Context: an optimization exercise on an open-source flow, tuned for small area. The choices shown serve that exercise and are no tape-out recipe. RTL that was checked went through simulation tests only; none was proved equivalent to the original.

==> flow/design.v <==
`timescale 1ns / 1ps
module pwm_duty_temperature_converter_top (
  input  logic               clk,
  input  logic               rst_n,
  input  logic               in_valid,
  output logic               in_stall,
  input  logic               in_pin_level,
  output logic               out_valid,
  input  logic               out_stall,
  output logic signed [14:0] out_temperature_centi,
  output logic [12:0]        out_voltage_mv,
  output logic [2:0]         out_segment,
  input  logic               cfg_valid,
  output logic               cfg_ready,
  input  logic [2:0]         cfg_index,
  input  logic [15:0]        cfg_wdata
);
  localparam logic [3:0] S_RST  = 4'd0,  S_CNT  = 4'd1,  S_VCMP = 4'd2,  S_HORN = 4'd3,
                         S_DIV  = 4'd4,  S_VPK  = 4'd5,  S_TSW  = 4'd6,  S_TS   = 4'd7,
                         S_TN   = 4'd8,  S_TD   = 4'd9,  S_TOV  = 4'd10, S_TC   = 4'd11,
                         S_TCMP = 4'd12, S_TCL  = 4'd13, S_DISP = 4'd14;
  localparam logic [15:0] W_RST  = 16'd40000;
  localparam logic [95:0] BX_RST = {16'd11312, 16'd20964, 16'd28817,
                                    16'd35015, 16'd39705, 16'd43133};
  localparam logic [13:0] M_V = 14'd10000;    
  localparam logic [10:0] M_T = 11'd2000;
  logic [3:0]  st;
  logic [3:0]  cnt;
  logic        tph;
  logic [3:0]  p;
  logic [2:0]  wc;
  logic [15:0] wr, hr, sr;
  logic [95:0] br;
  logic [31:0] acc;
  logic        c, dly, e, cs, ch, zc, act, cw;
  logic        sg, sd, dz, ct, clamp;
  logic [2:0]  k;
  wire wend = (p == 4'd15);
  wire lo   = ~wc[0];
  wire pend = wend & wc[0];
  wire p0   = (p == 4'd0);
  wire w0 = wr[0];
  wire h0 = hr[0];
  wire s0 = sr[0];
  wire a0 = acc[0];
  wire bA = br[0];
  wire bB = br[16] & (wc != 3'd5);
  wire sb   = s0 & ~zc;
  wire hb   = h0 & ~zc;
  wire snew = sb ^ cs;
  wire hnew = hb ^ ch;
  wire m_bit = tph ? M_T[cnt] : M_V[cnt];
  wire sub   = ~e;
  wire es    = sub ^ sd;
  wire neg   = tph & (sg ^ sd) & ~dz;
  wire kmatch = (wc == k);
  wire kpass  = (wc[2:1] == k[2:1]);
  logic [12:0] base;
  always_comb begin
    case (k)
      3'd0:    base = 13'd1000;
      3'd1:    base = 13'd2000;
      3'd2:    base = 13'd3000;
      3'd3:    base = 13'd4000;
      3'd4:    base = 13'd5000;
      default: base = 13'd6000;
    endcase
  end
  wire base_b = (p < 4'd13) & base[p];
  wire [15:0] kcon = neg ? 16'hF830 : 16'h2EE0;
  logic x, y, init, ival;
  wire  cin  = init ? ival : c;
  wire  sum  = x ^ y ^ cin;
  wire  cout = (x & y) | (x & cin) | (y & cin);
  logic acc_in, hr_in, sr_in;
  always_comb begin
    x      = 1'b0;
    y      = 1'b0;
    init   = p0;
    ival   = 1'b0;
    acc_in = a0;
    hr_in  = h0;
    sr_in  = s0;
    case (st)
      S_CNT: begin
        x    = w0;
        y    = ~snew;
        if (act) begin
          sr_in = snew;
          hr_in = hnew;
        end
      end
      S_VCMP: begin
        x    = w0;
        y    = ~h0;
      end
      S_HORN: begin
        x    = (cnt == (tph ? 4'd10 : 4'd13) || (p0 && lo)) ? 1'b0 : dly;
        y    = m_bit & lo & (tph ? (h0 ^ sg) : (sg ? w0 : h0));
        init = p0 & lo;
        ival = tph & m_bit & sg;
        acc_in = sum;
      end
      S_DIV: begin
        if (lo) begin
          x = p0 ? ~e : dly;
        end else begin
          x = dly;
          y = (tph ? h0 : w0) ^ es;
          ival = es;
        end
        acc_in = sum;
      end
      S_TOV: begin
        x    = a0;
        y    = h0 ^ es;
        ival = es;
        if (!lo) acc_in = sum;
      end
      S_TS, S_TN, S_TD: begin
        x    = bA;
        y    = ~((st == S_TD) ? bB : h0);
        ival = (st != S_TS);
        if (st != S_TS && kmatch) hr_in = sum;
      end
      S_TC: begin
        x    = tph & base_b;
        y    = (~dz & a0 & ~wend) ^ neg;
        ival = (~dz & ~e) ^ neg;
        if (tph) acc_in = lo ? sum : s0;
        else if (lo) sr_in = sum;
      end
      S_TCMP: begin
        x    = a0;
        y    = ~(kcon[p] | (p0 & ~neg));
        ival = 1'b1;
      end
      S_TCL: begin
        if (lo && clamp) acc_in = kcon[p];
      end
      default: ;
    endcase
  end
  wire cnt_st    = (st == S_CNT);
  wire close_now = act & ~cout;
  wire can_acc   = cnt_st & wend & ~cw & ~close_now;
  wire accept    = can_acc & in_valid;
  wire bmatch    = (wc + 3'd1 == cfg_index);
  wire cmatch    = (cfg_index == 3'd0) | (cfg_index == 3'd7) | bmatch;
  wire wr_w      = cnt_st & cw & (cfg_index == 3'd0);
  wire wr_b      = cnt_st & cw & bmatch;
  wire wbit      = cfg_wdata[p] | (p0 & (cfg_wdata == 16'd0));
  assign in_stall  = ~can_acc;
  assign cfg_ready = cnt_st & cw & wend & cmatch;
  assign out_valid = (st == S_DISP);
  assign out_temperature_centi = acc[14:0];
  assign out_voltage_mv        = acc[28:16];
  assign out_segment           = k;
  always_ff @(posedge clk) begin
    wr  <= {(st == S_RST) ? W_RST[p] : (wr_w ? wbit : w0), wr[15:1]};
    br  <= {(st == S_RST) ? BX_RST[{wc, p}] : (wr_b ? cfg_wdata[p] : bA), br[95:1]};
    hr  <= {hr_in, hr[15:1]};
    sr  <= {sr_in, sr[15:1]};
    dly <= a0;
    c   <= cout;
  end
  always_ff @(posedge clk) begin
    acc[31:29] <= {acc_in, acc[31:30]};
    acc[15]    <= acc[16];
    if (st != S_DISP) begin
      acc[28:16] <= acc[29:17];
      acc[14:0]  <= acc[15:1];
    end
  end
  always_ff @(posedge clk) begin
    if (!rst_n) begin
      st  <= S_RST;
      p   <= 4'd0;
      wc  <= 3'd0;
      zc  <= 1'b1;
      act <= 1'b0;
      cw  <= 1'b0;
      tph <= 1'b0;
    end else begin
      p <= p + 4'd1;
      if (wend) wc <= (wc == 3'd5) ? 3'd0 : wc + 3'd1;
      case (st)
        S_RST: if (wend && wc == 3'd5) st <= S_CNT;
        S_CNT: begin
          if (wend) begin
            act <= accept;
            if (act) zc <= ~cout;
            if (close_now) begin
              st  <= S_VCMP;
              tph <= 1'b0;
            end
            if (cw && cmatch) cw <= 1'b0;
            else if (cfg_valid && !close_now) cw <= 1'b1;
          end
          if (accept) begin
            cs <= 1'b1;
            ch <= in_pin_level;
          end else if (act) begin
            cs <= sb & cs;
            ch <= hb & ch;
          end
        end
        S_VCMP: begin
          e  <= 1'b0;
          sd <= 1'b0;
          dz <= 1'b0;
          if (wend) sg <= ~cout;
          if (pend) begin
            st  <= S_HORN;
            cnt <= 4'd13;
          end
        end
        S_HORN: if (pend) begin
          cnt <= cnt - 4'd1;
          if (cnt == 4'd0) begin
            st  <= tph ? S_TD : S_DIV;
            cnt <= 4'd15;
          end
        end
        S_DIV: if (pend) begin
          e   <= a0 ^ sub ^ cout;
          cnt <= cnt - 4'd1;
          if (cnt == 4'd0) st <= S_TC;
        end
        S_TSW: begin
          k <= 3'd5;
          if (pend && wc == 3'd5) st <= S_TS;
        end
        S_TS: begin
          if (wend && wc != 3'd0 && !cout && k == 3'd5) k <= wc - 3'd1;
          if (pend && wc == 3'd5) st <= S_TN;
        end
        S_TN: begin
          if (wend && kmatch) sg <= ~cout;
          if (pend && kpass) begin
            st  <= S_HORN;
            cnt <= 4'd10;
          end
        end
        S_TD: begin
          e <= 1'b0;
          if (kmatch) dz <= (p0 | dz) & ~sum;
          if (wend && kmatch) sd <= ~cout;
          if (pend && kpass) st <= S_TOV;
        end
        S_TOV: if (pend) begin
          e     <= ~cout;
          clamp <= cout;
          st    <= S_DIV;
          cnt   <= 4'd15;
        end
        S_TC: begin
          if (wend && lo) ct <= cout;
          if (pend) begin
            st  <= tph ? S_TCMP : S_TSW;
            tph <= 1'b1;
          end
        end
        S_TCMP: begin
          if (wend && lo)
            clamp <= (clamp & ~dz) | (neg ? (~ct & ~cout) : (ct | cout));
          if (pend) st <= S_TCL;
        end
        S_TCL: if (pend) st <= S_DISP;
        S_DISP: if (!out_stall) st <= S_CNT;
        default: st <= S_RST;
      endcase
    end
  end
endmodule
export LEC_CHECK = 0
export ABC_AREA = 1
export CAP_MARGIN = 20
export CORE_MARGIN = 2
export CORE_UTILIZATION = 40
export SLEW_MARGIN = 20
create_clock -name core_clock -period 10.0 [get_ports {clk}]
standard.sh (not shown) runs the stock make flow with config.mk's settings and CLKGATE_MAP_FILE= SYNTH_SCRIPT=/design/flow/synth_recipe.tcl, a recipe that flattens the netlist after the stock synthesis.
==> flow/flow/run.sh <==
#!/bin/bash
set -euo pipefail
export BUFFER_PORTS_ARGS="-buffer_cell sky130_fd_sc_hd__buf_1"
export CTS_ARGS="-sink_clustering_enable -repair_clock_nets -buf_list sky130_fd_sc_hd__clkbuf_4 -sink_clustering_size 10 -sink_clustering_max_diameter 30 -dont_use_dummy_load"
bash standard.sh > standard.log 2>&1
Change:
--- a/flow/design.v
+++ b/flow/design.v
@@ -33,5 +33,5 @@
   logic [95:0] br;
   logic [31:0] acc;
-  logic        c, dly, e, cs, ch, zc, act, cw;
+  logic        c, dly, e, cs, ch, act, cw;
   logic        sg, sd, dz, ct, clamp;
   logic [2:0]  k;
@@ -46,6 +46,6 @@
   wire bA = br[0];
   wire bB = br[16] & (wc != 3'd5);
-  wire sb   = s0 & ~zc;
-  wire hb   = h0 & ~zc;
+  wire sb   = s0;
+  wire hb   = h0;
   wire snew = sb ^ cs;
   wire hnew = hb ^ ch;
@@ -136,6 +136,8 @@
         ival = 1'b1;
       end
-      S_TCL: begin
-        if (lo && clamp) acc_in = kcon[p];
+      S_TCL, S_RST: begin
+        hr_in = 1'b0;
+        sr_in = 1'b0;
+        if (lo && clamp && st == S_TCL) acc_in = kcon[p];
       end
       default: ;
@@ -178,5 +180,4 @@
       p   <= 4'd0;
       wc  <= 3'd0;
-      zc  <= 1'b1;
       act <= 1'b0;
       cw  <= 1'b0;
@@ -190,5 +191,4 @@
           if (wend) begin
             act <= accept;
-            if (act) zc <= ~cout;
             if (close_now) begin
               st  <= S_VCMP;
After rerunning:
- The changed run completed without violations
- first-iteration DRC count came out lower by a few percent
- clock-buffer cell count came out lower by 4
- cell count came out higher slightly
- clock skew came out lower by 22 ps
- routed wire length came out lower slightly
- via count came out lower by a few percent
- global-route usage came out lower by 0.16 points
- cell area came out higher slightly
No functional check of the RTL was part of the first run of this note.

==> port drivers added, routing unchanged <==
Ports are ideal in the flow. The routed layouts listed here were re-timed in OpenROAD. Step 1 (the two cells are an assumption about what drives the block):
set clk [get_ports {clk}]
set_driving_cell -lib_cell sky130_fd_sc_hd__clkbuf_16 $clk
set_driving_cell -lib_cell sky130_fd_sc_hd__buf_2 [delete_from_list [all_inputs] $clk]
Step 2 also shifts input and output timing later by t, the mid clock arrival at the registers, as if the neighbouring blocks saw the same clock. Three values: ideal ports, drivers, drivers and shift; two values: the first two.
run	shift t [ns]	setup slack, ns	hold slack, ns	slew at the worst register clock pin (ns)
the first run	0.627	4.303 / 4.266 / 4.893	0.291 / 0.291 / 0.291	0.09 / 0.09
the second run	0.603	4.083 / 4.045 / 4.648	0.281 / 0.281 / 0.281	0.10 / 0.10
After both steps setup and hold are still met in every run listed.
